Source: an optimization exercise on an open RTL-to-GDS flow (aim: small area and a short achievable clock period). Production flows keep margins and buffers that such runs may drop. Function was checked by simulation only, so behaviour that the tests miss may differ from the original.

==> inputs of wip/maple <==
==> flow/design.v <==
package types;
    localparam int LB_TAG_BITS = 27;
    typedef enum logic [1:0] {
        IDLE  = 2'd0,
        BUSY  = 2'd1,
        DRAIN = 2'd2
    } lb_state_t;
endpackage
module lb_port_lookup
#(
    parameter int NUM_ENTRIES = 4,
    parameter int LINE_BITS   = 256,
    parameter int WIDX        = 3
) (
    input  logic [NUM_ENTRIES*types::LB_TAG_BITS-1:0] tags,
    input  logic [NUM_ENTRIES-1:0]             valid,
    input  logic [NUM_ENTRIES*LINE_BITS-1:0]   data,
    input  logic [types::LB_TAG_BITS-1:0]             line_tag,
    input  logic [WIDX-1:0]                    word_idx,
    output logic                               hit,
    output logic [NUM_ENTRIES-1:0]             hit_vec,
    output logic [31:0]                        word
);
    logic [LINE_BITS-1:0] line_sel;
    generate
        for (genvar gi = 0; gi < NUM_ENTRIES; gi++) begin : g_cmp
            assign hit_vec[gi] = valid[gi] &&
                (tags[gi*types::LB_TAG_BITS +: types::LB_TAG_BITS] == line_tag);
        end
    endgenerate
    assign hit = |hit_vec;
    always_comb begin
        line_sel = '0;
        for (int e = 0; e < NUM_ENTRIES; e++) begin
            if (hit_vec[e]) begin
                line_sel = line_sel | data[e*LINE_BITS +: LINE_BITS];
            end
        end
    end
    assign word = line_sel[{word_idx, 5'b00000} +: 32];
endmodule
module fetch_linebuffer_mp
#(
    parameter int NUM_ENTRIES = 4,
    parameter int NUM_PORTS   = 2,
    parameter int LINE_BITS   = 256
) (
    input  logic                       clk,
    input  logic                       rst,
    input  logic [NUM_PORTS*32-1:0]    fetch_addr,
    input  logic [NUM_PORTS*4-1:0]     fetch_rmask,
    output logic [NUM_PORTS*32-1:0]    fetch_rdata,
    output logic [NUM_PORTS-1:0]       fetch_resp,
    input  logic                       invalidate,
    output logic [31:0]                cache_addr,
    output logic [3:0]                 cache_rmask,
    input  logic [LINE_BITS-1:0]       cache_rdata_line,
    input  logic                       cache_resp
);
    localparam int WORDS    = LINE_BITS / 32;
    localparam int WIDX     = (WORDS > 1) ? $clog2(WORDS) : 1;
    localparam int PTR_BITS = (NUM_ENTRIES > 1) ? $clog2(NUM_ENTRIES) : 1;
    types::lb_state_t                 state_reg;
    logic [types::LB_TAG_BITS-1:0]    req_tag_reg;
    logic [PTR_BITS-1:0]       rr_ptr_reg;
    logic [NUM_ENTRIES-1:0]    valid_reg;
    logic [types::LB_TAG_BITS-1:0]    tag_reg  [NUM_ENTRIES];
    logic [LINE_BITS-1:0]      data_reg [NUM_ENTRIES];
    logic [NUM_ENTRIES*types::LB_TAG_BITS-1:0] tags_flat;
    logic [NUM_ENTRIES*LINE_BITS-1:0]   data_flat;
    logic [NUM_PORTS-1:0]      active;
    logic [NUM_PORTS-1:0]      lk_hit;
    logic [NUM_PORTS-1:0]      miss;
    logic [NUM_PORTS-1:0]      bypass;
    logic [NUM_ENTRIES-1:0]    port_vec [NUM_PORTS];
    logic [31:0]               lk_word  [NUM_PORTS];
    logic                      any_miss;
    logic [types::LB_TAG_BITS-1:0]    miss_tag;
    logic                      has_invalid;
    logic [PTR_BITS-1:0]       victim;
    logic                      fill_en;
    generate
        for (genvar gi = 0; gi < NUM_ENTRIES; gi++) begin : g_flat
            assign tags_flat[gi*types::LB_TAG_BITS +: types::LB_TAG_BITS] = tag_reg[gi];
            assign data_flat[gi*LINE_BITS +: LINE_BITS]     = data_reg[gi];
        end
        for (genvar gi = 0; gi < NUM_PORTS; gi++) begin : g_port
            logic [types::LB_TAG_BITS-1:0] port_tag;
            logic [WIDX-1:0]        word_idx;
            assign port_tag = fetch_addr[gi*32+5 +: types::LB_TAG_BITS];
            assign word_idx = fetch_addr[gi*32+2 +: WIDX];
            assign active[gi] = |fetch_rmask[gi*4 +: 4];
            lb_port_lookup #(
                .NUM_ENTRIES (NUM_ENTRIES),
                .LINE_BITS   (LINE_BITS),
                .WIDX        (WIDX)
            ) u_lookup (
                .tags     (tags_flat),
                .valid    (valid_reg),
                .data     (data_flat),
                .line_tag (port_tag),
                .word_idx (word_idx),
                .hit      (lk_hit[gi]),
                .hit_vec  (port_vec[gi]),
                .word     (lk_word[gi])
            );
            assign miss[gi]   = active[gi] && !(|port_vec[gi]);
            assign bypass[gi] = active[gi] && cache_resp && (state_reg == types::BUSY) &&
                                (req_tag_reg == port_tag);
            assign fetch_resp[gi] = !invalidate && ((active[gi] && lk_hit[gi]) || bypass[gi]);
            assign fetch_rdata[gi*32 +: 32] = lk_hit[gi] ? lk_word[gi] :
                cache_rdata_line[{word_idx, 5'b00000} +: 32];
        end
    endgenerate
    always_comb begin
        any_miss = 1'b0;
        miss_tag = '0;
        for (int p = NUM_PORTS - 1; p >= 0; p--) begin
            if (miss[p]) begin
                any_miss = 1'b1;
                miss_tag = fetch_addr[p*32+5 +: types::LB_TAG_BITS];
            end
        end
    end
    always_comb begin
        has_invalid = 1'b0;
        victim      = rr_ptr_reg;
        for (int e = NUM_ENTRIES - 1; e >= 0; e--) begin
            if (!valid_reg[e]) begin
                has_invalid = 1'b1;
                victim      = PTR_BITS'(e);
            end
        end
    end
    assign fill_en = (state_reg == types::BUSY) && cache_resp && !invalidate;
    always_ff @(posedge clk) begin
        if (rst) begin
            state_reg   <= types::IDLE;
            req_tag_reg <= '0;
            rr_ptr_reg  <= '0;
            valid_reg   <= '0;
            cache_addr  <= '0;
            cache_rmask <= 4'h0;
        end else begin
            case (state_reg)
                types::IDLE: begin
                    if (!invalidate && any_miss) begin
                        state_reg   <= types::BUSY;
                        req_tag_reg <= miss_tag;
                        cache_addr  <= {miss_tag, 5'b00000};
                        cache_rmask <= 4'hF;
                    end
                end
                types::BUSY: begin
                    if (cache_resp) begin
                        state_reg   <= types::IDLE;
                        cache_addr  <= '0;
                        cache_rmask <= 4'h0;
                    end else if (invalidate) begin
                        state_reg   <= types::DRAIN;
                    end
                end
                types::DRAIN: begin
                    if (cache_resp) begin
                        state_reg   <= types::IDLE;
                        cache_addr  <= '0;
                        cache_rmask <= 4'h0;
                    end
                end
                default: begin
                    state_reg   <= types::IDLE;
                    cache_addr  <= '0;
                    cache_rmask <= 4'h0;
                end
            endcase
            if (fill_en) begin
                valid_reg[victim] <= 1'b1;
                if (!has_invalid) begin
                    rr_ptr_reg <= (rr_ptr_reg == PTR_BITS'(NUM_ENTRIES - 1)) ?
                                  '0 : rr_ptr_reg + 1'b1;
                end
            end
            if (invalidate) begin
                valid_reg <= '0;
            end
        end
    end
    always_ff @(posedge clk) begin
        if (fill_en) begin
            tag_reg[victim]  <= req_tag_reg;
            data_reg[victim] <= cache_rdata_line;
        end
    end
endmodule
==> flow/run.sh <==
#!/bin/bash
# synth_recipe.tcl (not shown) runs the flow's synth.tcl, then flattens the netlist and writes it again
# the make line also repeats each setting of config.mk as NAME=value (left out here)
make -C /OpenROAD-flow-scripts/flow DESIGN_CONFIG=/design/flow/config.mk WORK_HOME=/design/flow/orfs CLKGATE_MAP_FILE= SYNTH_SCRIPT=/design/flow/synth_recipe.tcl finish
==> flow/config.mk <==
export PLATFORM = sky130hd
export DESIGN_NAME = fetch_linebuffer_mp
export DESIGN_NICKNAME = fetch_linebuffer_mp
export VERILOG_FILES = /design/flow/design.v
export SDC_FILE = /design/flow/constraint.sdc
export NUM_CORES = 4
export LEC_CHECK = 0
export CAP_MARGIN = 20
export CORE_MARGIN = 2
export CORE_UTILIZATION = 40
export SETUP_SLACK_MARGIN = 0.5
export SLEW_MARGIN = 20
==> flow/constraint.sdc <==
create_clock -name core_clock -period 7.0 [get_ports {clk}]
set_input_delay 1.4000 -clock core_clock [delete_from_list [all_inputs] [get_ports {clk}]]
set_output_delay 1.4000 -clock core_clock [all_outputs]
set_load 0.01 [all_outputs]
==> inputs of wip/pepper, as changes to wip/maple <==
Settings changed: SETUP_SLACK_MARGIN 0.5 to 3.
==> impl_metrics.tcl <==
set metrics [dict create \
    reg2reg_to "req_tag_reg[6]$_SDFFE_PP0P_" \
    gp_congestion 0.969 \
    run_status "finished clean" \
    signal_buffers 1226 \
    totalWireLength_um 260000 \
    cp.arrival_ns 4.65 \
]
the above is filed under wip/pepper

==> impl_metrics.tcl <==
set metrics [dict create \
    cp.arrival_ns 5.21 \
    run_status "finished clean" \
    signal_buffers 966 \
    totalWireLength_um 243000 \
    gp_congestion 0.915 \
    avgSynthCellArea_um2 12.5 \
    reg2reg_to "req_tag_reg[18]$_SDFFE_PP0P_" \
]
the above is filed under wip/maple

[what the ideal ports hide]
No port has a modelled driver above. Below, the same layouts with a new extraction and two added sets of constraints. Step 1: set_driving_cell puts a clkbuf_16 on clk and a buf_2 on each other input, an assumption about the parent block. Step 2 also shifts input and output timing later by t, the mid clock arrival at the registers, as if the neighbouring blocks saw the same clock. Three values: no drivers, after step 1, after step 2; two values: the first two.
| run | shift t [ns] | setup slack, ns | worst hold slack (ns) | pins driven straight from the clock port |
|---|---|---|---|---|
| wip/maple | 0.873 | 0.390 / 0.356 / 0.356 | 0.461 / 0.461 / 0.461 | 1 |
| wip/pepper | 0.869 | 0.950 / 0.919 / 0.919 | 0.461 / 0.461 / 0.461 | 1 |
After both steps every run listed still meets setup and hold. The setup slack of wip/maple, which loses most, moves by -0.034 ns with the drivers and by -0.034 ns with both steps.
